This design comes from an exercise in tuning for small area, a short achievable clock period and few clock cycles per item on the open sky130 flow, not from production work.
RTL that was checked went through simulation tests only; none was proved equivalent to the original.
For runs 6 and 7, only the layout was checked, not whether the RTL still works.
Power is estimated from default activity; no workload was simulated.

<file path="flow/config.mk">
export PLATFORM = sky130hd
export DESIGN_NAME = flagged_rle_pitched_blit
export DESIGN_NICKNAME = flagged_rle_pitched_blit
export VERILOG_FILES = /design/flow/design.v
export SDC_FILE = /design/flow/constraint.sdc
export NUM_CORES = 4
export LEC_CHECK = 0
export CAP_MARGIN = 20
export CORE_MARGIN = 2
export CORE_UTILIZATION = 55
export SLEW_MARGIN = 20
</file>
<file path="flow/constraint.sdc">
create_clock -name core_clock -period 13.0 [get_ports {clk}]
set_input_delay 2.6000 -clock core_clock [delete_from_list [all_inputs] [get_ports {clk}]]
set_output_delay 2.6000 -clock core_clock [all_outputs]
set_load 0.01 [all_outputs]
</file>
<file path="flow/design.v">
`default_nettype none
package rleb_pkg;
	localparam int SEG_ADDR_W = 25;
	localparam int CFG_IDX_W  = 3;
	localparam int CFG_DATA_W = 14;
	localparam logic [CFG_IDX_W-1:0] CFG_DEST_COL     = 3'd0;
	localparam logic [CFG_IDX_W-1:0] CFG_DEST_ROW     = 3'd1;
	localparam logic [CFG_IDX_W-1:0] CFG_LINE_PITCH   = 3'd2;
	localparam logic [CFG_IDX_W-1:0] CFG_IMAGE_WIDTH  = 3'd3;
	localparam logic [CFG_IDX_W-1:0] CFG_IMAGE_HEIGHT = 3'd4;
endpackage
`default_nettype wire
`default_nettype none
module rleb_front (
	input  wire logic        clk,
	input  wire logic        arst_n,
	input  wire logic        cfg_valid,
	input  wire logic [2:0]  cfg_index,
	input  wire logic [13:0] cfg_data,
	output logic [11:0]      dcol,
	output logic [11:0]      drow,
	output logic [11:0]      dcol_n,
	output logic [11:0]      drow_n,
	output logic [13:0]      pitch,
	output logic [12:0]      wc,
	output logic [12:0]      hc
);
	logic [12:0] w_in;
	logic [12:0] h_in;
	always_comb begin
		w_in = cfg_data[12:0];
		if (cfg_data[12:3] == '0) begin
			w_in = 13'd8;
		end else if (cfg_data[12] && (cfg_data[11:0] != '0)) begin
			w_in = 13'd4096;
		end
		h_in = cfg_data[12:0];
		if (cfg_data[12:0] == '0) begin
			h_in = 13'd1;
		end else if (cfg_data[12] && (cfg_data[11:0] != '0)) begin
			h_in = 13'd4096;
		end
		dcol_n = (cfg_valid && (cfg_index == rleb_pkg::CFG_DEST_COL)) ? cfg_data[11:0] : dcol;
		drow_n = (cfg_valid && (cfg_index == rleb_pkg::CFG_DEST_ROW)) ? cfg_data[11:0] : drow;
	end
	always_ff @(posedge clk or negedge arst_n) begin
		if (!arst_n) begin
			dcol  <= 12'd0;
			drow  <= 12'd0;
			pitch <= 14'd640;
			wc    <= 13'd640;
			hc    <= 13'd480;
		end else begin
			dcol <= dcol_n;
			drow <= drow_n;
			if (cfg_valid) begin
				case (cfg_index)
					rleb_pkg::CFG_LINE_PITCH:   pitch <= cfg_data[13:0];
					rleb_pkg::CFG_IMAGE_WIDTH:  wc    <= w_in;
					rleb_pkg::CFG_IMAGE_HEIGHT: hc    <= h_in;
					default: ;
				endcase
			end
		end
	end
endmodule
`default_nettype wire
`default_nettype none
module rleb_queue (
	input  wire logic        clk,
	input  wire logic        arst_n,
	input  wire logic        in_valid,
	output logic             in_ready,
	input  wire logic        is_run,
	input  wire logic [7:0]  pixel_color,
	input  wire logic [7:0]  run_length,
	input  wire logic        pop,
	input  wire logic        upd,
	input  wire logic [7:0]  upd_count,
	output logic             head_valid,
	output logic             head_nz,
	output logic [7:0]       head_count,
	output logic [7:0]       head_color
);
	logic        v0_q, v1_q;
	logic        nz0_q, nz1_q;
	logic [7:0]  cnt0_q, cnt1_q;
	logic [7:0]  col0_q, col1_q;
	logic        rdy_q;
	logic [7:0]  in_cnt;
	logic        in_nz;
	logic        push;
	logic        v1e;
	logic        v0_d, v1_d;
	always_comb begin
		in_cnt = is_run ? run_length : 8'd1;
		in_nz  = !is_run || (run_length != 8'd0);
		push   = in_valid && rdy_q;
		v1e    = v1_q && nz1_q;
		if (pop) begin
			v0_d = v1e || push;
			v1_d = v1e && push;
		end else begin
			v0_d = v0_q || push;
			v1_d = v1e || (v0_q && push);
		end
	end
	always_ff @(posedge clk) begin
		if (pop || !v0_q) begin
			if (v1e) begin
				cnt0_q <= cnt1_q;
				col0_q <= col1_q;
				nz0_q  <= 1'b1;
			end else begin
				cnt0_q <= in_cnt;
				col0_q <= pixel_color;
				nz0_q  <= in_nz;
			end
		end else if (upd) begin
			cnt0_q <= upd_count;
		end
		if (!v1e || pop) begin
			cnt1_q <= in_cnt;
			col1_q <= pixel_color;
			nz1_q  <= in_nz;
		end
	end
	always_ff @(posedge clk or negedge arst_n) begin
		if (!arst_n) begin
			v0_q  <= 1'b0;
			v1_q  <= 1'b0;
			rdy_q <= 1'b1;
		end else begin
			v0_q  <= v0_d;
			v1_q  <= v1_d;
			rdy_q <= !(v0_d && v1_d);
		end
	end
	assign in_ready   = rdy_q;
	assign head_valid = v0_q;
	assign head_nz    = nz0_q;
	assign head_count = cnt0_q;
	assign head_color = col0_q;
endmodule
`default_nettype wire
`default_nettype none
module rleb_back (
	input  wire logic          clk,
	input  wire logic          arst_n,
	input  wire logic [11:0]   dcol_n,
	input  wire logic [11:0]   drow_n,
	input  wire logic [13:0]   pitch,
	input  wire logic [12:0]   wc,
	input  wire logic [12:0]   hc,
	input  wire logic          cfg_valid,
	input  wire logic [2:0]    cfg_index,
	input  wire logic          head_valid,
	input  wire logic          head_nz,
	input  wire logic [7:0]    head_count,
	input  wire logic [7:0]    head_color,
	output logic               pop,
	output logic               upd,
	output logic [7:0]         upd_count,
	output logic               out_valid,
	input  wire logic          out_ready,
	output logic [24:0]        seg_address,
	output logic [7:0]         seg_length,
	output logic [7:0]         seg_color,
	output logic               image_done,
	output logic               last
);
	localparam int S_IDLE = 0;    
	localparam int S_BASE = 1;    
	localparam int S_SMUL = 2;    
	localparam int S_SUB  = 3;    
	localparam int S_CHK  = 4;    
	localparam int S_ROOM = 5;    
	localparam int S_CMP  = 6;    
	localparam int S_SETR = 7;    
	localparam int S_WAIT = 8;    
	localparam int S_DEC  = 9;    
	localparam int NS     = 10;
	logic [24:0] row_q;
	logic [12:0] col_q;
	logic [12:0] room_q;
	logic [12:0] rows_q;
	logic        fin_q;        
	logic        rl1_q;        
	logic        ready_q;      
	logic        started_q;    
	logic [24:0] pw_q;
	logic        renorm_q;     
	logic        base_ok_q;    
	logic        irr_q;        
	logic        cmpok_q;      
	logic [NS-1:0] su_q;
	logic [NS-1:0] su_d;
	logic [2:0]  cnt_q;
	logic [29:0] r_q;
	logic        neg_q;
	logic        out_valid_q;
	logic        fire_q;
	logic [24:0] addr_q;
	logic [7:0]  len_q;
	logic [7:0]  color_q;
	logic        done_q;
	logic        last_q;
	logic wr_base, wr_dim, wr_any;
	always_comb begin
		wr_base = cfg_valid && (cfg_index <= 3'd2);
		wr_dim  = cfg_valid && ((cfg_index == 3'd3) || (cfg_index == 3'd4));
		wr_any  = wr_base || wr_dim;
	end
	logic [7:0]  n;
	logic        room_big;
	logic        lt, eq, wrap, seg_done, seg_last;
	logic [7:0]  len;
	logic        out_free;
	logic        go;
	logic        fire;
	logic        drop;
	logic        reload;
	logic [24:0] row_pp;
	logic        col_ge_w;
	always_comb begin
		n        = head_count;
		room_big = (room_q[12:8] != '0);
		lt       = room_big || (n < room_q[7:0]);
		eq       = !room_big && (n == room_q[7:0]);
		len      = lt ? n : room_q[7:0];
		seg_done = !lt && fin_q;
		seg_last = lt || eq || fin_q;
		wrap     = !lt && !fin_q;
		out_free = !out_valid_q || out_ready;
		go       = ready_q && !renorm_q && head_valid && head_nz && (!irr_q || cmpok_q);
		fire     = go && out_free;
		drop     = head_valid && !head_nz;
		pop      = drop || (fire && seg_last);
		upd      = fire && !seg_last;
		upd_count = n - room_q[7:0];
		reload   = !ready_q && base_ok_q && su_q[S_IDLE];
		row_pp   = row_q + 25'(pitch);
		col_ge_w = (col_q >= wc);
	end
	logic        mul;
	logic [13:0] pp0, pp1;
	logic [30:0] sx, sy, sz;
	logic        scin;
	logic [30:0] ss, sc, st;
	always_comb begin
		mul   = su_q[S_BASE] || su_q[S_SMUL];
		pp0   = ({14{su_q[S_BASE] && r_q[0]}} & pitch) | ({14{su_q[S_SMUL] && r_q[0]}} & {1'b0, wc});
		pp1   = ({14{su_q[S_BASE] && r_q[1]}} & pitch) | ({14{su_q[S_SMUL] && r_q[1]}} & {1'b0, wc});
		sx = su_q[S_ROOM] ? {18'b0, wc} : {1'b0, r_q};
		sy = {3'b0, pp0, 14'b0}
		   | ({31{su_q[S_SUB]}}      & ~{6'b0, pw_q})
		   | ({31{su_q[S_ROOM]}}     & ~{18'b0, col_q})
		   | ({31{su_q[S_CMP]}}      & ~{18'b0, room_q})
		   | ({31{su_q[S_DEC]}}      & ~{23'b0, len_q});
		sz = {2'b0, pp1, 15'b0};
		scin = su_q[S_ROOM] || su_q[S_CMP] || su_q[S_SETR] || su_q[S_DEC];
		ss = sx ^ sy ^ sz;
		sc = {((sx[29:0] & sy[29:0]) | (sx[29:0] & sz[29:0]) | (sy[29:0] & sz[29:0])), 1'b0};
		st = ss + sc + {30'b0, scin};
	end
	logic smul_go;
	logic base_go;
	always_comb begin
		smul_go = su_q[S_IDLE] && renorm_q && head_valid && head_nz && !wr_any;
		base_go = (wr_base && !irr_q) || (su_q[S_IDLE] && !base_ok_q && !smul_go);
		su_d = '0;
		if (su_q[S_IDLE]) begin
			su_d[S_IDLE] = 1'b1;
		end
		if (su_q[S_BASE]) begin
			if (cnt_q == 3'd5) su_d[S_IDLE] = 1'b1;
			else su_d[S_BASE] = 1'b1;
		end
		if (su_q[S_SMUL]) begin
			if (cnt_q == 3'd6) su_d[S_SUB] = 1'b1;
			else su_d[S_SMUL] = 1'b1;
		end
		if (su_q[S_SUB]) begin
			su_d[S_CHK] = 1'b1;
		end
		if (su_q[S_CHK]) begin
			if (neg_q) su_d[S_IDLE] = 1'b1;
			else su_d[S_ROOM] = 1'b1;
		end
		if (su_q[S_ROOM] || su_q[S_DEC]) begin
			su_d[S_CMP] = 1'b1;
		end
		if (su_q[S_CMP]) begin
			su_d[S_SETR] = 1'b1;
		end
		if (su_q[S_SETR]) begin
			su_d[S_WAIT] = 1'b1;
		end
		if (su_q[S_WAIT]) begin
			if (fire && seg_done) su_d[S_IDLE] = 1'b1;
			else if (fire) su_d[S_DEC] = 1'b1;
			else su_d[S_WAIT] = 1'b1;
		end
		if (wr_dim && started_q) begin
			su_d = '0;
			su_d[S_IDLE] = 1'b1;
		end else if (smul_go) begin
			su_d = '0;
			su_d[S_SMUL] = 1'b1;
		end else if (base_go) begin
			su_d = '0;
			su_d[S_BASE] = 1'b1;
		end
	end
	always_ff @(posedge clk or negedge arst_n) begin
		if (!arst_n) begin
			su_q        <= NS'(1) << S_IDLE;
			base_ok_q   <= 1'b0;
			renorm_q    <= 1'b0;
			irr_q       <= 1'b0;
			cmpok_q     <= 1'b0;
			ready_q     <= 1'b0;
			started_q   <= 1'b0;
			out_valid_q <= 1'b0;
			fire_q      <= 1'b0;
		end else begin
			su_q   <= su_d;
			fire_q <= fire;
			if (fire) begin
				out_valid_q <= 1'b1;
			end else if (out_ready) begin
				out_valid_q <= 1'b0;
			end
			if (su_q[S_BASE] && (cnt_q == 3'd5)) begin
				base_ok_q <= 1'b1;
			end
			if (smul_go || wr_base) begin
				base_ok_q <= 1'b0;
			end
			if (su_q[S_CHK] && neg_q) begin
				renorm_q  <= 1'b0;
				ready_q   <= 1'b0;
				started_q <= 1'b0;
			end
			if (su_q[S_ROOM]) begin
				renorm_q <= 1'b0;
				irr_q    <= 1'b1;
			end
			if (su_q[S_SETR]) begin
				cmpok_q <= 1'b1;
			end
			if (fire) begin
				cmpok_q <= 1'b0;
				if (seg_done) begin
					irr_q <= 1'b0;
				end
			end
			if (wr_any && !started_q) begin
				ready_q <= 1'b0;
			end
			if (wr_dim && started_q) begin
				renorm_q <= 1'b1;
				irr_q    <= 1'b0;
				cmpok_q  <= 1'b0;
			end
			if (reload && !wr_any) begin
				ready_q <= 1'b1;
			end
			if (fire) begin
				started_q <= !seg_done;
				if (seg_done) begin
					ready_q <= 1'b0;
				end
			end
		end
	end
	always_ff @(posedge clk) begin
		if (su_d[S_BASE] || su_d[S_SMUL]) begin
			cnt_q <= su_q[S_IDLE] ? 3'd0 : (base_go ? 3'd0 : cnt_q + 3'd1);
		end
		if (base_go) begin
			r_q <= {4'b0, dcol_n, 2'b0, drow_n};
		end else if (smul_go) begin
			r_q <= {17'b0, hc};
		end else if (mul) begin
			r_q <= st[30:2];
		end else if (su_q[S_SUB] || su_q[S_DEC]) begin
			r_q <= st[29:0];
		end
		neg_q <= st[30];
	end
	always_ff @(posedge clk) begin
		if (reload || (su_q[S_CHK] && neg_q) || (fire_q && done_q)) begin
			pw_q <= '0;
		end else if (fire_q) begin
			pw_q <= pw_q + 25'(len_q);
		end
	end
	always_ff @(posedge clk) begin
		if (reload) begin
			row_q  <= r_q[26:2];
			col_q  <= '0;
			room_q <= wc;
			rows_q <= hc - 13'd1;
			fin_q  <= (hc == 13'd1);
			rl1_q  <= (hc == 13'd2);
		end else if (su_q[S_CHK] && !neg_q) begin
			if (col_ge_w) begin
				col_q <= '0;
				row_q <= row_pp;
			end
		end else if (su_q[S_ROOM]) begin
			room_q <= st[12:0];
		end else if (su_q[S_SETR]) begin
			fin_q <= neg_q;
			if (neg_q) begin
				room_q <= st[12:0];
			end
		end else if (fire) begin
			if (lt) begin
				col_q  <= col_q + 13'(n);
				room_q <= room_q - 13'(n);
			end else begin
				col_q  <= '0;
				room_q <= wc;
			end
			if (wrap) begin
				row_q  <= row_pp;
				rows_q <= rows_q - 13'd1;
				fin_q  <= rl1_q;
				rl1_q  <= (rows_q == 13'd2);
			end
		end
	end
	always_ff @(posedge clk) begin
		if (fire) begin
			addr_q  <= row_q + 25'(col_q);
			len_q   <= len;
			color_q <= head_color;
			done_q  <= seg_done;
			last_q  <= seg_last;
		end
	end
	assign out_valid   = out_valid_q;
	assign seg_address = addr_q;
	assign seg_length  = len_q;
	assign seg_color   = color_q;
	assign image_done  = done_q;
	assign last        = last_q;
endmodule
`default_nettype wire
`default_nettype none
module flagged_rle_pitched_blit #(
	parameter int MAX_DIM   = 4096,
	parameter int ADDR_BITS = 25
) (
	input  wire logic                                clk,
	input  wire logic                                arst_n,
	input  wire logic                                in_valid,
	output logic                                     in_ready,
	input  wire logic                                is_run,
	input  wire logic [7:0]                          pixel_color,
	input  wire logic [7:0]                          run_length,
	output logic                                     out_valid,
	input  wire logic                                out_ready,
	output logic [rleb_pkg::SEG_ADDR_W-1:0]          seg_address,
	output logic [7:0]                               seg_length,
	output logic [7:0]                               seg_color,
	output logic                                     image_done,
	output logic                                     last,
	input  wire logic                                cfg_valid,
	output logic                                     cfg_ready,
	input  wire logic [rleb_pkg::CFG_IDX_W-1:0]      cfg_index,
	input  wire logic [rleb_pkg::CFG_DATA_W-1:0]     cfg_data
);
	logic [11:0] dcol;
	logic [11:0] drow;
	logic [11:0] dcol_n;
	logic [11:0] drow_n;
	logic [13:0] pitch;
	logic [12:0] wc;
	logic [12:0] hc;
	logic        pop;
	logic        head_valid;
	logic        head_nz;
	logic [7:0]  head_count;
	logic [7:0]  head_color;
	logic        upd;
	logic [7:0]  upd_count;
	assign cfg_ready = 1'b1;
	rleb_front u_front (
		.clk       (clk),
		.arst_n    (arst_n),
		.cfg_valid (cfg_valid),
		.cfg_index (cfg_index),
		.cfg_data  (cfg_data),
		.dcol      (dcol),
		.drow      (drow),
		.dcol_n    (dcol_n),
		.drow_n    (drow_n),
		.pitch     (pitch),
		.wc        (wc),
		.hc        (hc)
	);
	rleb_queue u_queue (
		.clk         (clk),
		.arst_n      (arst_n),
		.in_valid    (in_valid),
		.in_ready    (in_ready),
		.is_run      (is_run),
		.pixel_color (pixel_color),
		.run_length  (run_length),
		.pop         (pop),
		.upd         (upd),
		.upd_count   (upd_count),
		.head_valid  (head_valid),
		.head_nz     (head_nz),
		.head_count  (head_count),
		.head_color  (head_color)
	);
	rleb_back u_back (
		.clk         (clk),
		.arst_n      (arst_n),
		.dcol_n      (dcol_n),
		.drow_n      (drow_n),
		.pitch       (pitch),
		.wc          (wc),
		.hc          (hc),
		.cfg_valid   (cfg_valid),
		.cfg_index   (cfg_index),
		.head_valid  (head_valid),
		.head_nz     (head_nz),
		.head_count  (head_count),
		.head_color  (head_color),
		.pop         (pop),
		.upd         (upd),
		.upd_count   (upd_count),
		.out_valid   (out_valid),
		.out_ready   (out_ready),
		.seg_address (seg_address),
		.seg_length  (seg_length),
		.seg_color   (seg_color),
		.image_done  (image_done),
		.last        (last)
	);
endmodule
`default_nettype wire
</file>
<file path="flow/flow/run.sh">
#!/bin/bash
# Standard layout (the standard.sh), with ORFS timing repair aimed at a
# setup slack of SETUP_SLACK_MARGIN ns against the 13 ns clock, so that the
# repair works toward a shorter period than the constraint alone asks for.
# Each tool's full output goes to standard.log in this folder.
export SETUP_SLACK_MARGIN=9.4
bash standard.sh > standard.log 2>&1
</file>
<file path="flow/standard.sh">
#!/bin/bash
# synth_recipe.tcl (not shown) runs the flow's synth.tcl, then flattens the netlist and writes it again
# the make line also repeats each setting of config.mk as NAME=value (left out here)
make -C /OpenROAD-flow-scripts/flow DESIGN_CONFIG=/design/flow/config.mk WORK_HOME=/design/flow/orfs CLKGATE_MAP_FILE= SYNTH_SCRIPT=/design/flow/synth_recipe.tcl "${@:-finish}"
</file>
==> impl_metrics.yaml, run 1 <==
drt:
  ant_nets: 0
  drt_wl_total_mm: 61.3
  first_pass_iters: 6
  num_vias: 16200
  vias_per_cell: 6.24
  routedWlPerCell_um: 23.6
  top_layer: "met4"
  drc_errors: 0
  wl_met2_mm: 27.6
  wirelength_met1_mm: 25.5
  dr.first_iter.drc_count: 1609
  wl_met3_mm: 5.48
power_and_ir_drop:
  p_leak_nw: 10.0
  powerDensity_nw_per_um2: 221
  ir_worst_vdd_mv: 0.137
  p_int_w: 0.00315
  p_comb_share_pct: 53.5
  seqPwrFrac_pct: 27.7
  power.switching_w: 0.00221
  p_sw_share_pct: 41.2
  p_clk_share_pct: 18.8
critical_path:
  r2r_slack_ps: 9080
  critPathLaunch: "u_back.su_q[5]"
  worstSetupPathType: "reg -> reg"
  cp.depth: 17
  cp-end-kind: "flop"
  cp_slowest_stage_delay_ps: 420
  cp_num_buf_inv: 4
  regToRegEndpoint: "u_back.r_q[27]"
  critPathLaunchType: "flop"
  reg2reg_depth: 17
  endpoint: "u_back.r_q[27]"
  cp_top_family: "compound AO/OA/AOI/OAI gates"
  reg2reg_from: "u_back.su_q[5]"
  cp.required_ps: 13420
  slowest_stage: "dfrtp_2"
  path_cells: "buf_12 -> clkinvlp_4 -> buf_12 -> buf_16 -> o22ai_1 -> a211o_1 -> ha_4 -> ha_4 -> a21oi_1 -> o21ai_2 -> a31oi_2 -> a21oi_2 -> o31a_1 -> a41o_1 -> xor2_1 -> mux2_1 -> a22o_1"
  arrival_ps: 4340
  worstPathMaxFanout: 5
clock_network:
  cts_made_buffers: 35
  cts_buffer_depth: 3
  cts_sinks: 287
  cts.clk_slew.worst_paths_ps: 60
  cts_root_buf: "clkbuf_16"
  cts_tree: "done"
  htreeDepth: 2
  clk-insertion-delay-late_ps: 530
timing:
  fin_crit_sh_pct: 30.1
  period_needed_ps: 3920
  slew_headroom_pct: 39.3
  fin_setup_tns_ps: 0
  setup_viol_count_final: 0
  slew_violations: 0
  skew_ps: 26.8
  fmax_mhz: 255
  rsz0062_at_grt: "yes"
  setup_ws_ps: 9080
  holdWs_ps: 418
  tightest_slew_ps: 909
  final-hold-violation-count: 0
global_routing:
  grt_usage_pct: 34.0
  grt_remaining_overflow: 0
  first_global_vias: 15600
  grt_first_pass_wirelength_mm: 91.7
  grt_start_max_net_pins: 60
  antenna_found_initial: 0
flow_run:
  max_cap_violations: 0
logic_synthesis:
  ys_ff_latch: 287
  netlist_instances: 1901
  synth_cell_type_count: 94
  async_reset_ff_share_pct: 29.6
  synthFlopType: "edfxtp_1"
  post_synth_instance_area_um2: 18500
  ys_seq_area_share_pct: 41.9
  synth_edf_count: 157
  yosysWarningCount: 3
  synth_nets: 2085
  syn_area_per_cell_um2: 9.73
placed_design:
  hpwlAfterDp_mm: 40.3
  finalWeightedCongestion: 0.936
  placed_area_um2: 19900
  numPortBuffers: 83
  place_ws_ps: 7270
die:
  die_x_um: 187
  ios: 85
  rows: 67
  core_um2: 33300
  die_area_um2: 35100
  dieHeight_um: 187
  start_util_pct: 55.6
status:
  run_status: "timing/DRC/antenna clean"
cells_and_area:
  antenna_cells: 0
  fin_nets: 2310
  drive_above_1_share_pct: 28.3
  area_delta_synth_final_pct: 31.1
  finish.instance_area_um2: 24200
hold_path:
  hold_class: "reg -> reg"
  hp-start: "u_queue.col0_q[0]"
power groups by stage:
stage | clock (W) | sequential [W] | combinational (W)
final | 0.00101 | 0.00148 | 0.00287
after global routing | 0.00105 | 0.00149 | 0.00307
after CTS | 0.00101 | 0.00146 | 0.00251
after global placement | 0 | 0.00147 | 0.00200
after detailed placement | 0 | 0.00147 | 0.00203
after floorplan | 0 | 0.00136 | 0.00157
routing by layer:
layer | vias to the layer above | GRT usage (%)
met5 | - | 0
met4 | 0 | 13.1
met3 | 177 | 4.58
met2 | 832 | 53.6
met1 | 7879 | 47.9
li1 | 7344 | -
worst min path at each step:
stage / end / slack (ps) / depth (start not counted)
detailed placement: u_back.color_q[6] / 410 / 0
global placement: u_back.color_q[0] / 400 / 0
finish: u_back.color_q[0] / 420 / 0
CTS: u_back.color_q[4] / 420 / 0
global route: u_back.color_q[1] / 430 / 0
floorplan: u_back.color_q[0] / 400 / 0
kinds of logic (layout without fill, tap and decap cells):
logic type	after synthesis	in the layout	synth area share [%]
AOI/OAI and AO/OA	473	477	16.9
DFF	287	287	41.9
muxes	87	87	5.08
xor gates and xnor gates	129	129	6.11
other	1	1	0.0203
and+or+nand+nor	603	606	15.6
buffers and inverters	174	419	3.63
adders and majority gates	147	147	10.8
stage by stage:
step | utilization [%] | total power (W) | std cells
floorplan | - | 0.00294 | 1901
global placement | 59.8 | 0.00347 | 2367
detailed placement | 59.8 | 0.00350 | 2367
CTS | 70.2 | 0.00498 | 2562
global route | 72.8 | 0.00561 | 2601
finish | 72.8 | 0.00535 | 2601
state kept, by name, indices dropped and copies added, names as in the netlist, 8 cells and up:
signal and flops:
u_back.r_q 30, u_back.addr_q 25, u_back.pw_q 25, u_back.row_q 25, u_front.pitch 14, u_back.col_q 13
u_back.room_q 13, u_back.rows_q 13, u_front.hc 13, u_front.wc 13, u_front.dcol 12, u_front.drow 12
u_back.su_q 10, u_back.color_q 8, u_back.len_q 8, u_queue.cnt0_q 8, u_queue.cnt1_q 8, u_queue.col0_q 8
u_queue.col1_q 8
final cells by class:
type / instances / area, um2
Multi-Input combinational cell: 1447 / 11800
Inverter: 92 / 384
Clock buffer: 44 / 992
Fill cell: 2388 / 9050
Timing Repair inverter: 3 / 40.0
Sequential cell: 287 / 7760
Tap cell: 448 / 561
Timing Repair Buffer: 260 / 2500
Clock inverter: 20 / 200
repair_timing:
| item | 4_1_cts | 5_1_grt |
|---|---|---|
| hold buffers | 0 | 0 |
| setup endpoints to repair | 297 | 194 |
| endpoints found under the hold margin | 0 | 0 |
| pin swaps | 97 | 84 |
| resized for setup | 508 | 120 |
| setup buffers | 115 | 37 |
| cloned | 16 | 2 |
synthesized netlist by cell type, types with 9 or more instances:
library cell / number / area, um2
a21o_1: 38 / 285
dfxtp_1: 45 / 901
dfrtp_1: 75 / 1880
dfstp_2: 10 / 263
inv_1: 89 / 334
clkbuf_1: 67 / 251
a22o_1: 15 / 131
o31ai_1: 12 / 90.1
nor2_1: 151 / 567
o2111ai_1: 12 / 105
a31oi_1: 13 / 81.3
o21ai_1: 10 / 50.1
a22oi_1: 20 / 150
nor4_1: 11 / 68.8
xnor2_1: 76 / 666
nand4_1: 20 / 125
and2_1: 17 / 106
ha_1: 124 / 1550
a211oi_1: 14 / 105
nand3_1: 33 / 165
o211ai_1: 16 / 120
o21ai_0: 110 / 551
mux2i_1: 33 / 330
edfxtp_1: 157 / 4710
a21oi_1: 112 / 561
nor2b_1: 44 / 275
or2_2: 12 / 75.1
and3_1: 23 / 144
nor3_1: 34 / 170
mux2_2: 53 / 597
o22ai_1: 24 / 150
nand2_1: 201 / 754
xor2_1: 53 / 464
fa_1: 21 / 420
buf_1: 9 / 33.8
nand2b_1: 24 / 150
cell usage in the layout, fill, tap and decap left out, drive strengths merged, types with 44 or more instances in the layout:
cell type | netlist | layout
o21ai | 121 | 123
nor2 | 151 | 151
nand2 | 201 | 204
buf | 14 | 234
clkbuf | 68 | 47
a21oi | 114 | 114
ha | 124 | 124
nor2b | 44 | 44
edfxtp | 157 | 157
xor2 | 53 | 53
xnor2 | 76 | 76
mux2 | 54 | 54
inv | 89 | 89
dfxtp | 45 | 45
dfrtp | 75 | 75
Testbench counts, summed over its fixed seeds: cycles 8,170, items 5,611.
==> run 2, diff against run 1 <==
--- a/flow/flow/run.sh
+++ b/flow/flow/run.sh
@@ -5,3 +5,3 @@
 # Each tool's full output goes to standard.log in this folder.
-export SETUP_SLACK_MARGIN=9.4
+export SETUP_SLACK_MARGIN=9
 bash standard.sh > standard.log 2>&1
--- a/flow/config.mk
+++ b/flow/config.mk
@@ -7,5 +7,6 @@
 export LEC_CHECK = 0
+export ABC_AREA = 1
 export CAP_MARGIN = 20
 export CORE_MARGIN = 2
-export CORE_UTILIZATION = 55
+export CORE_UTILIZATION = 40
 export SLEW_MARGIN = 20
==> impl_metrics.yaml, run 2 <==
drt:
  top_layer: "met5"
  wl_met2_mm: 31.6
  routedWlPerCell_um: 20.8
  ant_nets: 0
  drt_wl_total_mm: 69.2
  num_vias: 18200
  drc_errors: 0
  dr.first_iter.drc_count: 1665
  vias_per_cell: 5.48
  wirelength_met1_mm: 29.9
  wl_met3_mm: 5.18
  first_pass_iters: 7
power_and_ir_drop:
  ir_worst_vdd_mv: 0.104
  powerDensity_nw_per_um2: 195
  p_leak_nw: 10.5
  p_total_w: 0.00446
logic_synthesis:
  synthFlopType: "edfxtp_1"
  synth_top_area_share_pct: 23.8
  synthMostInstantiatedCell: "nand2_1"
  yosysWarningCount: 3
  synth_common_cells: "nand2_1 (637), inv_1 (320), o21ai_0 (203)"
  ys_seq_area_share_pct: 39.1
  post_synth_instance_area_um2: 19800
  ys_ff_latch: 287
  netlist_instances: 2557
  async_reset_ff_share_pct: 29.6
  synth_top_area_cell: "edfxtp_1"
  synth_edf_count: 157
  synth_nets: 2741
  synth_cell_type_count: 66
  yosys-top-cells-area: "edfxtp_1 (24%), nand2_1 (12%), dfrtp_1 (9.5%)"
  syn_area_per_cell_um2: 7.76
timing:
  setup_viol_count_final: 0
  final-hold-violation-count: 0
  fin_setup_tns_ps: 0
  holdWs_ps: 414
  slew_violations: 0
  skew_ps: 24.5
  fmax_mhz: 249
  tightest_slew_ps: 927
  rsz0062_at_grt: "no"
  fin_crit_sh_pct: 30.9
  setup_ws_ps: 8980
  slew_headroom_pct: 38.0
  period_needed_ps: 4020
status:
  run_status: "timing/DRC/antenna clean"
placed_design:
  placed_area_um2: 21200
  finalWeightedCongestion: 1.03
  place_ws_ps: 7240
  hpwlAfterDp_mm: 53.5
  numPortBuffers: 83
clock_network:
  cts_sinks: 287
  cts_root_buf: "clkbuf_16"
  htreeDepth: 2
  cts_buffer_depth: 3
  cts_made_buffers: 37
  cts_tree: "done"
  clk-insertion-delay-late_ps: 570
  cts.clk_slew.worst_paths_ps: 60
cells_and_area:
  top_register: "u_back.r_q"
  area_delta_synth_final_pct: 15.1
  fin_nets: 2820
  antenna_cells: 0
  largest_register_ff_count: 30
  layout_commonest_cell: "nand2_1"
  mostFrequentLayoutCells: "nand2_1 (626), inv_1 (314), nor2_1 (194), o21ai_0 (192), nand3_1 (174)"
  finish.instance_area_um2: 22800
  drive_above_1_share_pct: 7.85
die:
  core_um2: 49000
  die_area_um2: 51400
  start_util_pct: 40.5
  rows: 81
  die_x_um: 227
  ios: 85
  dieHeight_um: 227
critical_path:
  cp.required_ps: 13470
  cp-end-kind: "flop"
  arrival_ps: 4480
  worstPathMaxFanout: 11
  worstSetupPathType: "in -> reg"
  critPathLaunchType: "primary input"
global_routing:
  grt_start_max_net_pins: 65
  grt_remaining_overflow: 0
  antenna_found_initial: 3
  grt_usage_pct: 27.1
  first_global_vias: 17300
  grt_first_pass_wirelength_mm: 104
hold_path:
  hold_class: "reg -> reg"
flow_run:
  max_cap_violations: 0
[run 2: cell count changes in the layout (fill, tap and decap cells not counted), sizes merged, moves of 45 or more]
cell	previous run	this run
nand3	33	189
nor2	151	209
inv	89	329
a21oi	114	168
nand2	204	652
o21ai	123	233
dlygate4sd2	2	47
buf	234	22
xnor2	76	22
mux2	54	1
[run 2: final timing paths]
path                                          end               from  cells after the start  slack [ps]
worst max-delay path                u_front.hc[6]        cfg_data[6]                      7        8980
worst min-delay path            u_back.color_q[2]  u_queue.col0_q[2]                      0         410
worst max register to register  u_back.room_q[11]     u_back.su_q[9]                     14        9160
worst min register to register  u_back.color_q[2]  u_queue.col0_q[2]                      0         410
max in group asynchronous          u_back.su_q[3]             arst_n                      2        9810
min in group asynchronous         u_front.dcol[9]             arst_n                      1        1990
[run 2: per-layer routing]
layer,vias up,GRT usage (%)
met5,-,0
met4,2,9.80
met1,8649,36.4
met2,718,43.5
met3,143,4.79
li1,8715,-
[run 2: timing repair]
item,CTS,global route
hold buffers,0,0
resized for setup,91,34
pin swaps,6,1
gates cloned,4,2
setup endpoints to repair,199,94
buffers inserted,11,1
[run 2: per-stage QoR]
step	cells	utilization [%]
after floorplan	2557	-
after global placement	3243	43.4
final	3328	46.7
after global routing	3328	46.7
after CTS	3325	46.4
after detailed placement	3243	43.4
[run 2: power by group]
part	switching [W]	internal, W
Combinational	0.00132	0.000659
Clock	0.000429	0.000623
Sequential	0.000200	0.00123
[run 2: logic make-up after synthesis]
logic type               after synthesis  synth area share, %
AO/OA/AOI/OAI                        503                 14.4
XOR/XNOR                              82                 3.62
adder cells (fa/ha/maj)              145                 9.94
buffers and inverters                401                 8.14
flip-flops                           287                 39.1
multiplexers                           2                0.107
other                                  1               0.0189
AND/OR/NAND/NOR                     1136                 24.7
[run 2: cell type report]
cell class                      instances  area [um2]
Clock buffer                           49        1030
Clock inverter                         18         190
Fill cell                            4857       26100
Inverter                              331        1270
Multi-Input combinational cell       1873       10800
Sequential cell                       287        7760
Tap cell                              664         831
Timing Repair Buffer                  104         960
Timing Repair inverter                  2        17.5
[run 2: critical path, cell delays in order]
cell and delay [ps]:
clkdlybuf4s50_1 520, inv_1 350, nand3_1 140, nand3b_1 260, nand2_4 160, nand2_1 220
o21ai_0 230
==> run 3, diff against run 2 <==
--- a/flow/config.mk
+++ b/flow/config.mk
@@ -7,3 +7,2 @@
 export LEC_CHECK = 0
-export ABC_AREA = 1
 export CAP_MARGIN = 20
==> impl_metrics.yaml, run 3 <==
logic_synthesis:
  yosysWarningCount: 3
  synthFlopType: "edfxtp_1"
  ys_ff_latch: 287
  ys_seq_area_share_pct: 41.9
  synth_cell_type_count: 94
  post_synth_instance_area_um2: 18500
  async_reset_ff_share_pct: 29.6
  synth_edf_count: 157
  synth_top_area_share_pct: 25.5
  synth_nets: 2085
  synth_common_cells: "nand2_1 (201), edfxtp_1 (157), nor2_1 (151)"
  yosys-top-cells-area: "edfxtp_1 (25%), dfrtp_1 (10%), ha_1 (8.4%)"
  synthMostInstantiatedCell: "nand2_1"
  synth_top_area_cell: "edfxtp_1"
  netlist_instances: 1901
  syn_area_per_cell_um2: 9.73
global_routing:
  grt_start_max_net_pins: 54
  first_global_vias: 14500
  antenna_found_initial: 1
  grt_usage_pct: 24.0
  grt_first_pass_wirelength_mm: 87.1
  grt_remaining_overflow: 0
clock_network:
  cts_buffer_depth: 3
  htreeDepth: 2
  cts_tree: "done"
  cts_hold_buf: 0
  cts_made_buffers: 36
  cts.clk_slew.worst_paths_ps: 60
  cts_root_buf: "clkbuf_16"
  clk-insertion-delay-late_ps: 560
  cts_sinks: 287
timing:
  rsz0062_at_grt: "yes"
  final-hold-violation-count: 0
  slew_headroom_pct: 39.1
  holdWs_ps: 417
  skew_ps: 24.0
  setup_viol_count_final: 0
  fin_crit_sh_pct: 30.5
  fin_setup_tns_ps: 0
  slew_violations: 0
  period_needed_ps: 3970
  setup_ws_ps: 9030
  tightest_slew_ps: 912
  fmax_mhz: 252
cells_and_area:
  area_delta_synth_final_pct: 20.1
  fin_util_pct: 48.8
  mostFrequentLayoutCells: "nand2_1 (197), edfxtp_1 (157), nor2_1 (147), ha_1 (110), a21oi_1 (103)"
  largest_register_ff_count: 30
  top_register: "u_back.r_q"
  layout_commonest_cell: "nand2_1"
  antenna_cells: 0
  fin_nets: 2207
  num-fill-cells: 4249
  drive_above_1_share_pct: 15.9
critical_path:
  cp_top_family: "compound AO/OA/AOI/OAI gates"
  critPathLaunchType: "flop"
  worstSetupPathType: "reg -> reg"
  arrival_ps: 4410
  r2r_slack_ps: 9030
  cp-end-kind: "flop"
  cp_slowest_stage_delay_ps: 440
  worstPathMaxFanout: 7
  cp_common_cell: "ha_1"
  cp.depth: 14
  slowest_stage: "dfrtp_2"
  cp.required_ps: 13440
  cp_num_buf_inv: 1
  reg2reg_depth: 14
  path_cells: "buf_4 -> a22oi_1 -> o221ai_1 -> ha_1 -> ha_1 -> a211oi_2 -> o211ai_2 -> nand4_4 -> a21oi_4 -> o31a_1 -> a41o_1 -> xor2_1 -> mux2_1 -> a22o_1"
placed_design:
  numPortBuffers: 83
  finalWeightedCongestion: 0.914
  place_ws_ps: 7180
  hpwlAfterDp_mm: 41.1
power_and_ir_drop:
  p_int_w: 0.00278
  p_leak_nw: 9.19
  p_clk_share_pct: 20.9
  p_sw_share_pct: 41.1
  p_comb_share_pct: 47.6
  powerDensity_nw_per_um2: 213
  ir_worst_vdd_mv: 0.0999
  seqPwrFrac_pct: 31.4
  power.switching_w: 0.00194
die:
  core_um2: 45500
  dieHeight_um: 219
  die_x_um: 219
  die_area_um2: 48000
  rows: 78
  ios: 85
  start_util_pct: 40.7
drt:
  drc_errors: 0
  num_vias: 15100
  dr.first_iter.drc_count: 1098
  first_pass_iters: 8
  ant_nets: 0
  drt_wl_total_mm: 57.2
  routedWlPerCell_um: 21.6
  vias_per_cell: 5.71
hold_path:
  min_path_cells: 0
  hold_class: "reg -> reg"
flow_run:
  max_cap_violations: 0
status:
  run_status: "timing/DRC/antenna clean"
## run 3: final timing paths
kind	start	endpoint
worst max-delay path	u_back.su_q[3]	u_back.r_q[27]
worst min-delay path	u_queue.col0_q[2]	u_back.color_q[2]
worst max register to register	u_back.su_q[3]	u_back.r_q[27]
worst min register to register	u_queue.col0_q[2]	u_back.color_q[2]
max in group asynchronous	arst_n	u_back.su_q[3]
min in group asynchronous	arst_n	u_front.pitch[10]
## run 3: per-stage QoR
| stage | power, W | cells | area [um2] |
|---|---|---|---|
| 5_1_grt | 0.00500 | 2650 | 22200 |
| 2_1_floorplan | 0.00291 | 1901 | 18700 |
| 6_report | 0.00472 | 2650 | 22200 |
| 4_1_cts | 0.00460 | 2628 | 21800 |
| 3_5_place_dp | 0.00349 | 2521 | 20000 |
| 3_3_place_gp | 0.00346 | 2521 | 20000 |
## run 3: kinds of logic (layout without fill, tap and decap cells)
| family | after synthesis | in the layout | share of synthesized area, % |
|---|---|---|---|
| and+or+nand+nor | 603 | 603 | 15.6 |
| AOI/OAI and AO/OA | 473 | 476 | 16.9 |
| DFF | 287 | 287 | 41.9 |
| buffers and inverters | 174 | 320 | 3.63 |
| adders and majority gates | 147 | 147 | 10.8 |
| xor gates and xnor gates | 129 | 129 | 6.11 |
| muxes | 87 | 87 | 5.08 |
| other | 1 | 1 | 0.0203 |
## run 3: final cells by class
type	count	area (um2)	area share (%)
inverters	92	380	1.71
repair buffers	161	1440	6.46
flip-flops and latches	287	7760	34.9
clock buffers	50	1020	4.57
clock inverters	15	140	0.631
multi-input cells	1443	10700	48.2
well taps	600	751	3.38
repair inverters	2	32.5	0.146
## run 3: power by group through the flow
| stage | clock (W) | combinational, W | sequential, W |
|---|---|---|---|
| 5_1_grt | 0.00104 | 0.00247 | 0.00150 |
| 3_3_place_gp | 0 | 0.00198 | 0.00149 |
| 4_1_cts | 0.00101 | 0.00212 | 0.00147 |
| 6_report | 0.000988 | 0.00225 | 0.00148 |
| 2_1_floorplan | 0 | 0.00155 | 0.00136 |
| 3_5_place_dp | 0 | 0.00201 | 0.00149 |
## run 3: routing by layer
metal  global-route usage [%]  routed length, um  share of wire, %  vias to the layer above
li1                         -                  -                 -                     7122
met1                     33.2              25300                44                     7387
met2                     37.9              26000                46                      521
met3                     3.60               4140               7.2                       97
met4                     9.14               1730               3.0                        0
met5                        0                  0                 0                        -
## run 3: worst reg2reg max path: stages (launching register included)
cell,delay [ps]
dfrtp_2,440
buf_4,190
a22oi_1,340
o221ai_1,230
ha_1,350
ha_1,310
a211oi_2,320
o211ai_2,190
nand4_4,180
a21oi_4,70
o31a_1,300
a41o_1,260
xor2_1,170
mux2_1,310
a22o_1,180
## run 3: what timing repair did
action / 4_1_cts / 5_1_grt
buffers inserted: 35 / 22
endpoints found under the setup margin: 233 / 102
gates resized for setup: 138 / 61
gates cloned: 7 / 0
pin swaps: 18 / 24
==> run 4, diff against run 3 <==
==> flow/flow/run.sh (replaced) <==
#!/bin/bash
# Standard layout (the standard.sh) with two changes to how it is made:
# - ORFS timing repair aims at a setup slack of SETUP_SLACK_MARGIN ns against
#   the 13 ns clock, so it works toward a shorter period;
# - every input and output port still gets its own buffer, but a plain buf_2
#   rather than the delay cell buffer_ports picks by default, so that the
#   repair (which keeps cell footprints) can size port buffers for speed.
# Each tool's full output goes to standard.log in this folder.
export SETUP_SLACK_MARGIN=9
export BUFFER_PORTS_ARGS="-buffer_cell sky130_fd_sc_hd__buf_2"
bash standard.sh > standard.log 2>&1
==> impl_metrics.yaml, run 4 <==
cells_and_area:
  drive_above_1_share_pct: 17.8
  fin_util_pct: 47.2
  top_register: "u_back.r_q"
  fin_nets: 2179
  layout_commonest_cell: "nand2_1"
  largest_register_ff_count: 30
  antenna_cells: 0
  area_delta_synth_final_pct: 16.0
  mostFrequentLayoutCells: "nand2_1 (197), edfxtp_1 (157), nor2_1 (147), ha_1 (113)"
logic_synthesis:
  ys_ff_latch: 287
  yosysWarningCount: 3
  synthMostInstantiatedCell: "nand2_1"
  netlist_instances: 1901
  yosys-top-cells-area: "edfxtp_1 (25%), dfrtp_1 (10%), ha_1 (8.4%)"
  synth_top_area_cell: "edfxtp_1"
  synth_nets: 2085
  synth_top_area_share_pct: 25.5
  synth_edf_count: 157
  synthFlopType: "edfxtp_1"
  ys_seq_area_share_pct: 41.9
  synth_cell_type_count: 94
  syn_area_per_cell_um2: 9.73
  async_reset_ff_share_pct: 29.6
  post_synth_instance_area_um2: 18500
  synth_common_cells: "nand2_1 (201), edfxtp_1 (157), nor2_1 (151)"
drt:
  drc_errors: 0
  num_vias: 14900
  first_pass_iters: 6
  routedWlPerCell_um: 21.4
  vias_per_cell: 5.70
  drt_wl_total_mm: 56.2
  dr.first_iter.drc_count: 1311
  ant_nets: 0
clock_network:
  cts_tree: "done"
  cts_hold_buf: 0
  cts.clk_slew.worst_paths_ps: 50
  clk-insertion-delay-late_ps: 560
  htreeDepth: 2
  cts_buffer_depth: 3
  cts_sinks: 287
  cts_root_buf: "clkbuf_16"
  cts_made_buffers: 35
timing:
  fin_crit_sh_pct: 30.5
  rsz0062_at_grt: "yes"
  slew_headroom_pct: 41.1
  fmax_mhz: 252
  setup_viol_count_final: 0
  skew_ps: 36.7
  tightest_slew_ps: 882
  slew_violations: 0
  fin_setup_tns_ps: 0
  period_needed_ps: 3960
  final-hold-violation-count: 0
critical_path:
  critPathLaunchType: "primary input"
  worstPathMaxFanout: 9
  worstSetupPathType: "in -> reg"
  arrival_ps: 4260
  cp.required_ps: 13300
  reg2reg_depth: 15
  cp-end-kind: "flop"
global_routing:
  grt_usage_pct: 23.6
  first_global_vias: 14600
  use_met3_pct: 5.16
  antenna_found_initial: 0
  use_met2_pct: 37.0
  grt_busiest_layer: "met2"
  met1_usage_pct: 31.9
  grt_remaining_overflow: 0
  grt_first_pass_wirelength_mm: 86.4
  grt_start_max_net_pins: 80
die:
  die_area_um2: 48000
  dieHeight_um: 219
  die_x_um: 219
  ios: 85
  rows: 78
  start_util_pct: 40.7
  core_um2: 45500
power_and_ir_drop:
  p_leak_nw: 8.92
  ir_worst_vdd_mv: 0.0853
  powerDensity_nw_per_um2: 216
hold_path:
  hold_class: "reg -> reg"
  min_path_cells: 0
placed_design:
  finalWeightedCongestion: 0.892
  hpwlAfterDp_mm: 41.1
  numPortBuffers: 83
status:
  run_status: "timing/DRC/antenna clean"
flow_run:
  max_cap_violations: 0
-- run 4: changes by cell type in the layout (fill, tap and decap cells not counted), moves of 4 or more --
| cell | change |
|---|---|
| buf_4 | -25 |
| clkinv_4 | +4 |
| buf_2 | +74 |
| clkdlybuf4s50_1 | -20 |
| ha_4 | -6 |
| or2_4 | -4 |
| dlygate4sd2_1 | -50 |
-- run 4: timing repair --
item	in CTS	in global routing
setup buffers	13	21
gates cloned	3	2
setup endpoints to repair	109	85
pin swaps	10	19
resized for setup	36	54
-- run 4: area by class of cell --
class	count	area, um2
Tap cell	600	751
Clock buffer	51	1020
Timing Repair Buffer	135	928
Multi-Input combinational cell	1444	10500
Clock inverter	13	105
Sequential cell	287	7770
Inverter	92	377
Fill cell	4288	24000
-- run 4: report_power, final --
| group | switching (W) | internal [W] |
|---|---|---|
| registers | 0.000246 | 0.00125 |
| clock network | 0.000395 | 0.000566 |
| logic | 0.00126 | 0.000911 |
| total | 0.00190 | 0.00273 |
-- run 4: metrics by stage --
stage	cell area [um2]	setup WS [ps]	std cells	total power (W)	hold slack (ps)
final	21400	9040	2622	0.00463	414
after global routing	21400	8950	2622	0.00493	421
after CTS	21000	8980	2599	0.00451	415
after detailed placement	19600	7710	2519	0.00347	405
after global placement	19600	7810	2519	0.00343	404
after floorplan	18700	8620	1901	0.00291	400
-- run 4: worst paths after layout --
kind	start	endpoint	slack, ps
max in group asynchronous	arst_n	u_back.su_q[1]	10110
setup reg to reg	u_back.su_q[5]	u_back.r_q[27]	9060
hold reg to reg	u_queue.col0_q[7]	u_back.color_q[7]	410
setup / recovery	cfg_index[0]	u_back.r_q[24]	9040
hold / removal	u_queue.col0_q[7]	u_back.color_q[7]	410
min in group asynchronous	arst_n	u_front.dcol[10]	1850
-- run 4: worst max-delay path: stages --
cell	delay, ps
buf_4	150
o21ai_2	100
nand2_1	90
and4_4	200
o32a_4	420
nand2_8	110
nor2_4	50
a32o_1	270
a221o_1	260
-- run 4: routing by layer --
metal	vias to the layer above	wire [um]
met1	7157	24200
met4	0	2080
li1	7080	-
met5	-	0
met2	570	25400
met3	126	4520
-- run 4: kinds of logic after synthesis --
kind of cell	count (synthesis)	share of synthesized area (%)
xor+xnor	129	6.11
other cells	1	0.0203
flops	287	41.9
buf+inv	174	3.63
fa+ha+maj	147	10.8
compound gates	473	16.9
simple gates	603	15.6
mux	87	5.08
==> run 5, diff against run 4 <==
==> flow/flow/run.sh (replaced) <==
#!/bin/bash
# Standard layout (the standard.sh) with three changes to how it is made:
# - ORFS timing repair aims at a setup slack of SETUP_SLACK_MARGIN ns against
#   the 13 ns clock, so it works toward a shorter period;
# - every input and output port still gets its own buffer, but a plain buf_2
#   rather than the delay cell buffer_ports picks by default, so that the
#   repair (which keeps cell footprints) can size port buffers for speed;
# - clock tree synthesis builds from clkbuf_4/clkbuf_8 and adds no dummy loads.
# Each tool's full output goes to standard.log in this folder.
export SETUP_SLACK_MARGIN=9
export BUFFER_PORTS_ARGS="-buffer_cell sky130_fd_sc_hd__buf_2"
export CTS_ARGS="-sink_clustering_enable -repair_clock_nets -dont_use_dummy_load -buf_list {sky130_fd_sc_hd__clkbuf_4 sky130_fd_sc_hd__clkbuf_8}"
bash standard.sh > standard.log 2>&1
==> impl_metrics.yaml, run 5 <==
logic_synthesis:
  synth_fa_ha_area_share_pct: 10.8
  synth_compound_area_share_pct: 16.9
  syn_area_per_cell_um2: 9.73
  synth_top_area_share_pct: 25.5
  synth.area.mux_share_pct: 5.08
  yosys.area_share.simple_pct: 15.6
  synth_top_family_by_area: "compound AO/OA/AOI/OAI gates"
  synth_nets: 2085
  yosys-top-cells-area: "edfxtp_1 (25%), dfrtp_1 (10%), ha_1 (8.4%)"
  ys_seq_area_share_pct: 41.9
  synth_common_cells: "nand2_1 (201), edfxtp_1 (157), nor2_1 (151)"
  synth-xor-area-share_pct: 6.11
  post_synth_instance_area_um2: 18500
  synth_edf_count: 157
  yosysWarningCount: 3
  synth_top_area_cell: "edfxtp_1"
  async_reset_ff_share_pct: 29.6
  synthFlopType: "edfxtp_1"
  netlist_instances: 1901
  synth_cell_type_count: 94
  ys_ff_latch: 287
  synthMostInstantiatedCell: "nand2_1"
critical_path:
  critPathLaunchType: "primary input"
  worstSetupPathType: "in -> reg"
  cp_num_buf_inv: 1
  cp_top_family: "compound AO/OA/AOI/OAI gates"
  cp.required_ps: 13390
  arrival_ps: 4370
  cp-end-kind: "flop"
  slowest_stage: "o32a_4"
  path_cells: "buf_2 -> o21ai_1 -> nand2_1 -> and4_4 -> o32a_4 -> nand2_8 -> nor2_4 -> a32o_1 -> a221o_1"
  cp_slowest_stage_delay_ps: 440
  worstPathMaxFanout: 12
die:
  dieHeight_um: 219
  die_area_um2: 48000
  rows: 78
  start_util_pct: 40.7
  core_um2: 45500
  die_x_um: 219
  ios: 85
status:
  run_status: "timing/DRC/antenna clean"
cells_and_area:
  mostFrequentLayoutCells: "nand2_1 (196), edfxtp_1 (157), nor2_1 (147), ha_1 (113)"
  area_delta_synth_final_pct: 13.7
  finish.instance_area_um2: 21000
  layout_commonest_cell: "nand2_1"
  drive_above_1_share_pct: 17.9
  top_register: "u_back.r_q"
  num-fill-cells: 4340
  antenna_cells: 0
  largest_register_ff_count: 30
  fin_nets: 2195
placed_design:
  hpwlAfterDp_mm: 41.1
  placed_area_um2: 19600
  numPortBuffers: 83
  finalWeightedCongestion: 0.892
timing:
  rsz0062_at_grt: "yes"
  slew_violations: 0
  period_needed_ps: 3980
  fin_setup_tns_ps: 0
  holdWs_ps: 414
  fin_crit_sh_pct: 30.6
  slew_headroom_pct: 41.6
  final-hold-violation-count: 0
  setup_viol_count_final: 0
  skew_ps: 62.7
  fmax_mhz: 252
  tightest_slew_ps: 874
global_routing:
  first_global_vias: 14600
  grt_usage_pct: 23.5
  antenna_found_initial: 0
  grt_remaining_overflow: 0
  grt_start_max_net_pins: 80
  grt_first_pass_wirelength_mm: 85.9
drt:
  dr.first_iter.drc_count: 1299
  drt_wl_total_mm: 55.8
  ant_nets: 0
  routedWlPerCell_um: 21.4
  num_vias: 14900
  drc_errors: 0
  first_pass_iters: 5
  vias_per_cell: 5.70
power_and_ir_drop:
  seqPwrFrac_pct: 34.6
  powerDensity_nw_per_um2: 207
  p_leak_nw: 8.73
  power.switching_w: 0.00185
  ir_worst_vdd_mv: 0.0852
  p_total_w: 0.00435
  p_clk_share_pct: 16.0
  p_int_w: 0.00251
  p_comb_share_pct: 49.4
  p_sw_share_pct: 42.5
clock_network:
  cts_hold_buf: 0
  cts_root_buf: "clkbuf_8"
  clk-insertion-delay-late_ps: 650
  cts.clk_slew.worst_paths_ps: 50
  htreeDepth: 2
  cts_buffer_depth: 3
  cts_made_buffers: 52
  cts_tree: "done"
  cts_sinks: 287
hold_path:
  hold_class: "reg -> reg"
flow_run:
  max_cap_violations: 0
## run 5: what timing repair did
action | 4_1_cts | 5_1_grt
resized for setup | 31 | 53
buffers inserted | 8 | 25
setup endpoints to repair | 81 | 84
cloned | 2 | 3
pin swaps | 8 | 18
## run 5: kinds of logic after synthesis
logic type      count (synthesis)
simple gates                  603
compound gates                473
flops                         287
buf+inv                       174
fa+ha+maj                     147
xor+xnor                      129
mux                            87
other cells                     1
## run 5: routing by layer
| metal | part of all wire (%) | GRT usage (%) |
|---|---|---|
| met1 | 43 | 32.0 |
| met2 | 45 | 36.3 |
| met3 | 8.4 | 5.65 |
| met4 | 3.9 | 8.87 |
| met5 | 0 | 0 |
## run 5: power groups by stage
stage | Combinational [W] | Sequential (W) | Clock (W)
global route | 0.00238 | 0.00152 | 0.000754
CTS | 0.00202 | 0.00149 | 0.000718
global placement | 0.00193 | 0.00150 | 0
detailed placement | 0.00197 | 0.00150 | 0
finish | 0.00215 | 0.00151 | 0.000698
floorplan | 0.00155 | 0.00136 | 0
## run 5: cell type report
class	count	area, um2	area share [%]
clock buffers	52	716	3.40
inverters	92	374	1.78
multi-input cells	1443	10500	49.9
flip-flops and latches	287	7770	37.0
well taps	600	751	3.57
repair buffers	135	928	4.42
## run 5: stage by stage
step	util [%]	worst slack, ps	cells
5_1_grt	46.2	8930	2609
3_3_place_gp	43.1	7810	2519
3_5_place_dp	43.1	7710	2519
6_report	46.2	9020	2609
2_1_floorplan	-	8620	1901
4_1_cts	45.1	9000	2581
## run 5: path summary, 6_finish.rpt
kind,startpoint,end,slack [ps],depth (start not counted)
worst max-delay path,cfg_index[1],u_back.r_q[24],9020,9
worst min-delay path,u_queue.col0_q[6],u_back.color_q[6],410,0
worst max register to register,u_back.su_q[5],u_back.r_q[27],9080,15
worst min register to register,u_queue.col0_q[6],u_back.color_q[6],410,0
max in group asynchronous,arst_n,u_back.su_q[1],10190,2
min in group asynchronous,arst_n,u_front.dcol[10],1760,1
==> run 6, diff against run 5 <==
--- a/flow/design.v
+++ b/flow/design.v
@@ -181,3 +181,5 @@
 	localparam int S_DEC  = 9;    
-	localparam int NS     = 10;
+	localparam int S_SUB2 = 10;   
+	localparam int S_CMP2 = 11;   
+	localparam int NS     = 12;
 	logic [24:0] row_q;
@@ -249,2 +251,9 @@
 	logic [30:0] ss, sc, st;
+	logic [14:0] slo;
+	logic        c14_q;
+	logic        sel_pw_q;     
+	logic        sel_room_q;
+	logic        sel_col_q;
+	logic        cin_q;
+	logic        chi_q;
 	always_comb begin
@@ -255,11 +264,12 @@
 		sy = {3'b0, pp0, 14'b0}
-		   | ({31{su_q[S_SUB]}}      & ~{6'b0, pw_q})
-		   | ({31{su_q[S_ROOM]}}     & ~{18'b0, col_q})
-		   | ({31{su_q[S_CMP]}}      & ~{18'b0, room_q})
-		   | ({31{su_q[S_DEC]}}      & ~{23'b0, len_q});
-		sz = {2'b0, pp1, 15'b0};
-		scin = su_q[S_ROOM] || su_q[S_CMP] || su_q[S_SETR] || su_q[S_DEC];
+		   | ({31{sel_pw_q}}   & ~{6'b0, pw_q})
+		   | ({31{sel_col_q}}  & ~{18'b0, col_q});
+		sz = {2'b0, pp1, 15'b0}
+		   | ({31{sel_room_q}} & ~{18'b0, room_q});
+		scin = cin_q;
 		ss = sx ^ sy ^ sz;
 		sc = {((sx[29:0] & sy[29:0]) | (sx[29:0] & sz[29:0]) | (sy[29:0] & sz[29:0])), 1'b0};
-		st = ss + sc + {30'b0, scin};
+		slo = {1'b0, ss[13:0]} + {1'b0, sc[13:0]} + {14'b0, scin};
+		st[13:0]  = slo[13:0];
+		st[30:14] = ss[30:14] + sc[30:14] + {16'b0, c14_q && chi_q};
 	end
@@ -283,2 +293,5 @@
 		if (su_q[S_SUB]) begin
+			su_d[S_SUB2] = 1'b1;
+		end
+		if (su_q[S_SUB2]) begin
 			su_d[S_CHK] = 1'b1;
@@ -293,2 +306,5 @@
 		if (su_q[S_CMP]) begin
+			su_d[S_CMP2] = 1'b1;
+		end
+		if (su_q[S_CMP2]) begin
 			su_d[S_SETR] = 1'b1;
@@ -386,6 +402,10 @@
 			r_q <= st[30:2];
-		end else if (su_q[S_SUB] || su_q[S_DEC]) begin
-			r_q <= st[29:0];
 		end
 		neg_q <= st[30];
+		c14_q <= slo[14];
+		sel_pw_q   <= su_d[S_SUB] || su_d[S_SUB2] || su_d[S_CMP] || su_d[S_CMP2] || su_d[S_SETR];
+		sel_room_q <= su_d[S_CMP] || su_d[S_CMP2];
+		sel_col_q  <= su_d[S_ROOM];
+		cin_q      <= su_d[S_ROOM] || su_d[S_CMP] || su_d[S_CMP2] || su_d[S_SETR];
+		chi_q      <= su_d[S_SUB2] || su_d[S_CMP2];
 	end
==> impl_metrics.yaml, run 6 <==
placed_design:
  dp.cells: 2540
  finalWeightedCongestion: 0.918
  place_ws_ps: 8080
  hpwlAfterDp_mm: 41.9
  numPortBuffers: 83
  placed_area_um2: 19800
timing:
  fmax_mhz: 254
  fin_setup_tns_ps: 0
  slew_violations: 0
  period_needed_ps: 3940
  skew_ps: 32.5
  setup_ws_ps: 9060
  final-hold-violation-count: 0
  setup_viol_count_final: 0
  slew_headroom_pct: 36.9
  fin_crit_sh_pct: 30.3
  tightest_slew_ps: 938
  rsz0062_at_grt: "yes"
global_routing:
  first_global_vias: 14500
  grt_first_pass_wirelength_mm: 86.4
  antenna_found_initial: 0
  grt_remaining_overflow: 0
  grt_start_max_net_pins: 64
  grt_usage_pct: 23.4
drt:
  drc_errors: 0
  ant_nets: 0
  routedWlPerCell_um: 21.5
  num_vias: 15100
  first_pass_iters: 6
  dr.first_iter.drc_count: 1316
  vias_per_cell: 5.79
  drt_wl_total_mm: 56.1
logic_synthesis:
  syn_area_per_cell_um2: 9.74
  synth_edf_count: 157
  ys_seq_area_share_pct: 42.3
  yosys-top-cells-area: "edfxtp_1 (25%), dfrtp_1 (10%), ha_1 (7.2%)"
  ys_ff_latch: 294
  synth_top_area_cell: "edfxtp_1"
  yosysWarningCount: 3
  netlist_instances: 1917
  synth_cell_type_count: 81
  synthMostInstantiatedCell: "nand2_1"
  async_reset_ff_share_pct: 29.6
  synth_common_cells: "nand2_1 (210), edfxtp_1 (157), nor2_1 (127)"
  synth_top_area_share_pct: 25.2
  synthFlopType: "edfxtp_1"
  post_synth_instance_area_um2: 18700
  synth_nets: 2102
power_and_ir_drop:
  p_leak_nw: 8.68
  powerDensity_nw_per_um2: 184
  p_int_w: 0.00225
  power.switching_w: 0.00156
  p_sw_share_pct: 41.0
  p_comb_share_pct: 43.1
  seqPwrFrac_pct: 38.0
  ir_worst_vdd_mv: 0.0724
  p_clk_share_pct: 18.9
cells_and_area:
  layout_commonest_cell: "nand2_1"
  top_register: "u_back.r_q"
  finish.instance_area_um2: 20700
  largest_register_ff_count: 29
  area_delta_synth_final_pct: 10.9
  fin_cells: 2607
  drive_above_1_share_pct: 13.6
  antenna_cells: 0
  mostFrequentLayoutCells: "nand2_1 (208), edfxtp_1 (157), nor2_1 (123), a21oi_1 (116), inv_1 (113)"
  fin_nets: 2187
critical_path:
  arrival_ps: 4300
  worstSetupPathType: "in -> reg"
  cp_slowest_stage_delay_ps: 350
  critPathLaunchType: "primary input"
  slowest_stage: "a221o_1"
  path_cells: "buf_2 -> o21ai_1 -> a21oi_2 -> buf_4 -> o21ai_4 -> buf_6 -> nor3_4 -> a221o_1"
  cp-end-kind: "flop"
  cp.required_ps: 13360
  worstPathMaxFanout: 24
die:
  core_um2: 46400
  rows: 79
  ios: 85
  start_util_pct: 40.3
  die_area_um2: 48400
  dieHeight_um: 220
  die_x_um: 220
clock_network:
  cts.clk_slew.worst_paths_ps: 60
  cts_tree: "done"
  clk-insertion-delay-late_ps: 630
  cts_sinks: 294
  cts_made_buffers: 53
  htreeDepth: 2
  cts_buffer_depth: 3
  cts_root_buf: "clkbuf_8"
status:
  run_status: "timing/DRC/antenna clean"
hold_path:
  hold_class: "reg -> reg"
flow_run:
  max_cap_violations: 0
-- run 6: stage by stage --
stage / util, % / hold slack (ps) / total power (W)
after floorplan: - / 400 / 0.00256
after CTS: 44.5 / 419 / 0.00380
after detailed placement: 42.7 / 405 / 0.00305
final: 44.7 / 417 / 0.00381
after global routing: 44.7 / 425 / 0.00407
after global placement: 42.7 / 403 / 0.00301
-- run 6: layout make-up --
class | count | area, um2
multi-input combinational | 1424 | 10200
sequential | 294 | 7910
timing repair inverter | 1 | 5.00
inverter | 117 | 450
timing repair buffer | 111 | 648
tap | 607 | 759
fill | 4427 | 25600
clock buffer | 53 | 729
-- run 6: path summary, 6_finish.rpt --
path	slack, ps	end	startpoint	depth (start not counted)
max	9060	u_back.r_q[9]	cfg_index[1]	8
min	420	u_back.color_q[0]	u_queue.col0_q[0]	0
max reg2reg	9140	u_back.r_q[10]	u_back.su_q[5]	14
min reg2reg	420	u_back.color_q[0]	u_queue.col0_q[0]	0
max in group asynchronous	9840	u_back.su_q[5]	arst_n	2
min in group asynchronous	1900	u_front.pitch[0]	arst_n	1
-- run 6: power groups by stage --
stage          Clock, W  Combinational (W)  Sequential (W)
2_1_floorplan         0            0.00121         0.00135
3_3_place_gp          0            0.00155         0.00147
3_5_place_dp          0            0.00158         0.00147
4_1_cts        0.000742            0.00160         0.00145
5_1_grt        0.000775            0.00184         0.00146
6_report       0.000719            0.00164         0.00145
-- run 6: repair_timing --
action                     4_1_cts  5_1_grt
cloned                           0        1
hold buffers                     0        0
setup endpoints to repair       83       30
setup buffers                    4        9
resized for setup               15        9
-- run 6: worst max-delay path: cells and delay by family --
family,cells,cell delay [ps]
buffers and inverters,3,630
AND/OR/NAND/NOR,1,100
AO/OA/AOI/OAI,4,950
-- run 6: logic make-up (layout without fill, tap and decap cells) --
kind of cell    Yosys count  in the layout  share of synthesized area, %
other cells               1              1                        0.0201
compound gates          477            477                          17.0
flops                   294            294                          42.3
xor+xnor                 95             95                          4.46
fa+ha+maj               148            148                          11.4
simple gates            622            622                          16.0
buf+inv                 199            282                          4.07
mux                      81             81                          4.61
-- run 6: layer usage --
layer	vias to the layer above	part of all wire (%)	GRT usage [%]
met2	583	45	36.7
met5	-	0	0
met3	108	7.4	4.31
met1	7345	45	33.0
met4	0	2.7	6.76
li1	7068	-	-
==> run 7, diff against run 6 <==
--- a/flow/flow/run.sh
+++ b/flow/flow/run.sh
@@ -9,3 +9,3 @@
 # Each tool's full output goes to standard.log in this folder.
-export SETUP_SLACK_MARGIN=9
+export SETUP_SLACK_MARGIN=9.3
 export BUFFER_PORTS_ARGS="-buffer_cell sky130_fd_sc_hd__buf_2"
==> impl_metrics.yaml, run 7 <==
status:
  run_status: "timing/DRC/antenna clean"
power_and_ir_drop:
  powerDensity_nw_per_um2: 184
  ir_worst_vdd_mv: 0.0729
clock_network:
  htreeDepth: 2
  cts_buffer_depth: 3
  cts_root_buf: "clkbuf_8"
  cts_hold_buf: 0
  clk-insertion-delay-late_ps: 640
cells_and_area:
  multi_input_area_um2: 10600
  layout_commonest_cell: "nand2_1"
  finish.instance_area_um2: 21800
  mostFrequentLayoutCells: "nand2_1 (206), edfxtp_1 (157), nor2_1 (123), inv_1 (111), a21oi_1 (108)"
  area_delta_synth_final_pct: 16.5
  top_register: "u_back.r_q"
  fin_nets: 2242
  fin_util_pct: 46.9
  antenna_cells: 0
critical_path:
  arrival_ps: 1280
  cp_top_family: "flip-flops"
  cp_num_buf_inv: 1
  worstSetupPathType: "reg -> out"
  worstPathMaxFanout: 2
  r2r_slack_ps: 9280
  slowest_stage: "dfstp_2"
  cp_slowest_stage_delay_ps: 540
logic_synthesis:
  yosysWarningCount: 3
  ys_ff_latch: 294
  syn_area_per_cell_um2: 9.74
  yosys-top-cells-area: "edfxtp_1 (25%), dfrtp_1 (10%), ha_1 (7.2%)"
  synth_nets: 2102
  synth_edf_count: 157
  synthFlopType: "edfxtp_1"
  synthMostInstantiatedCell: "nand2_1"
  ys_seq_area_share_pct: 42.3
  synth_top_area_share_pct: 25.2
  synth_cell_type_count: 81
timing:
  setup_ws_ps: 9120
  fmax_mhz: 258
  fin_crit_sh_pct: 29.8
  final-hold-violation-count: 0
  slew_headroom_pct: 37.1
  holdWs_ps: 417
  tightest_slew_ps: 940
  fin_setup_tns_ps: 0
  period_needed_ps: 3880
  skew_ps: 62.6
  setup_viol_count_final: 0
  slew_violations: 0
drt:
  drt_wl_total_mm: 58.1
  dr.first_iter.drc_count: 1272
  first_pass_iters: 5
  num_vias: 15400
  routedWlPerCell_um: 21.8
  vias_per_cell: 5.78
  drc_errors: 0
die:
  dieHeight_um: 220
  core_um2: 46400
  ios: 85
  start_util_pct: 40.3
placed_design:
  finalWeightedCongestion: 0.925
  placed_area_um2: 19900
  numPortBuffers: 83
  place_ws_ps: 8190
  hpwlAfterDp_mm: 41.9
global_routing:
  antenna_found_initial: 0
  grt_remaining_overflow: 0
  grt_start_max_net_pins: 65
hold_path:
  min_path_cells: 0
  hp-start: "u_queue.col0_q[7]"
  hold_class: "reg -> reg"
  min_to: "u_back.color_q[7]"
[run 7: cell counts after synthesis]
Identical to the previous run, type by type.
[run 7: timing repair]
item                                    4_1_cts  5_1_grt
cloned                                        2        2
buffers inserted                             37       32
endpoints found under the setup margin      146      137
gates resized for setup                      44       53
pin swaps                                    13       30
[run 7: how the worst max path moves through the flow]
stage | from | cells past startpoint | endpoint | slack [ps]
CTS | u_queue.rdy_q | 1 | in_ready | 9070
global route | u_queue.rdy_q | 1 | in_ready | 9070
global placement | cfg_index[1] | 9 | u_back.r_q[28] | 8220
finish | u_queue.rdy_q | 1 | in_ready | 9120
floorplan | out_ready | 5 | u_back.row_q[0] | 8690
detailed placement | cfg_index[1] | 9 | u_back.r_q[28] | 8190
[run 7: cell families (layout without fill, tap and decap cells)]
group	count (synthesis)	count (layout)	synth area share, %
AOI/OAI and AO/OA	477	479	17.0
xor gates and xnor gates	95	95	4.46
adders and majority gates	148	148	11.4
buffers and inverters	199	335	4.07
DFF	294	294	42.3
muxes	81	81	4.61
other	1	1	0.0201
and+or+nand+nor	622	622	16.0
[run 7: power by group]
group | switching, W | internal (W)
logic | 0.00107 | 0.000771
registers | 0.000212 | 0.00125
clock network | 0.000357 | 0.000350
[run 7: layout make-up]
class                           instances  area share (%)
Timing Repair Buffer                  166            5.88
Multi-Input combinational cell       1426            48.9
Sequential cell                       294            36.4
Tap cell                              607            3.49
Inverter                              117            2.09
Clock buffer                           52            3.29
[run 7: worst register-to-register path: stages, from the launching register on]
cell and delay [ps]:
dfrtp_4 530, buf_6 160, buf_6 130, a22o_1 270
a221o_1 390, fa_1 460, ha_1 350, a21o_1 170
a21oi_1 210, inv_1 100, o211ai_1 290, nand2_1 110
xnor2_1 160, o21ai_1 90
[run 7: stage by stage]
stage | std cells | power [W]
finish | 2662 | 0.00401
global route | 2662 | 0.00426
CTS | 2628 | 0.00388
detailed placement | 2537 | 0.00308
global placement | 2537 | 0.00306
floorplan | 1917 | 0.00260
[run 7: metal layers]
layer | GRT usage, % | part of all wire, %
met4 | 8.23 | 3.6
met5 | 0 | 0
met1 | 32.5 | 43
met2 | 38.1 | 46
met3 | 3.31 | 6.8

Re-timed with assumed drivers on the ports (clkbuf_16 on the clock, buf_2 on other inputs), run 7 has 9.066 ns of setup slack against 9.120 ns with ideal ports, and 8.529 ns once port delays also move by the mid clock arrival of 0.664 ns.
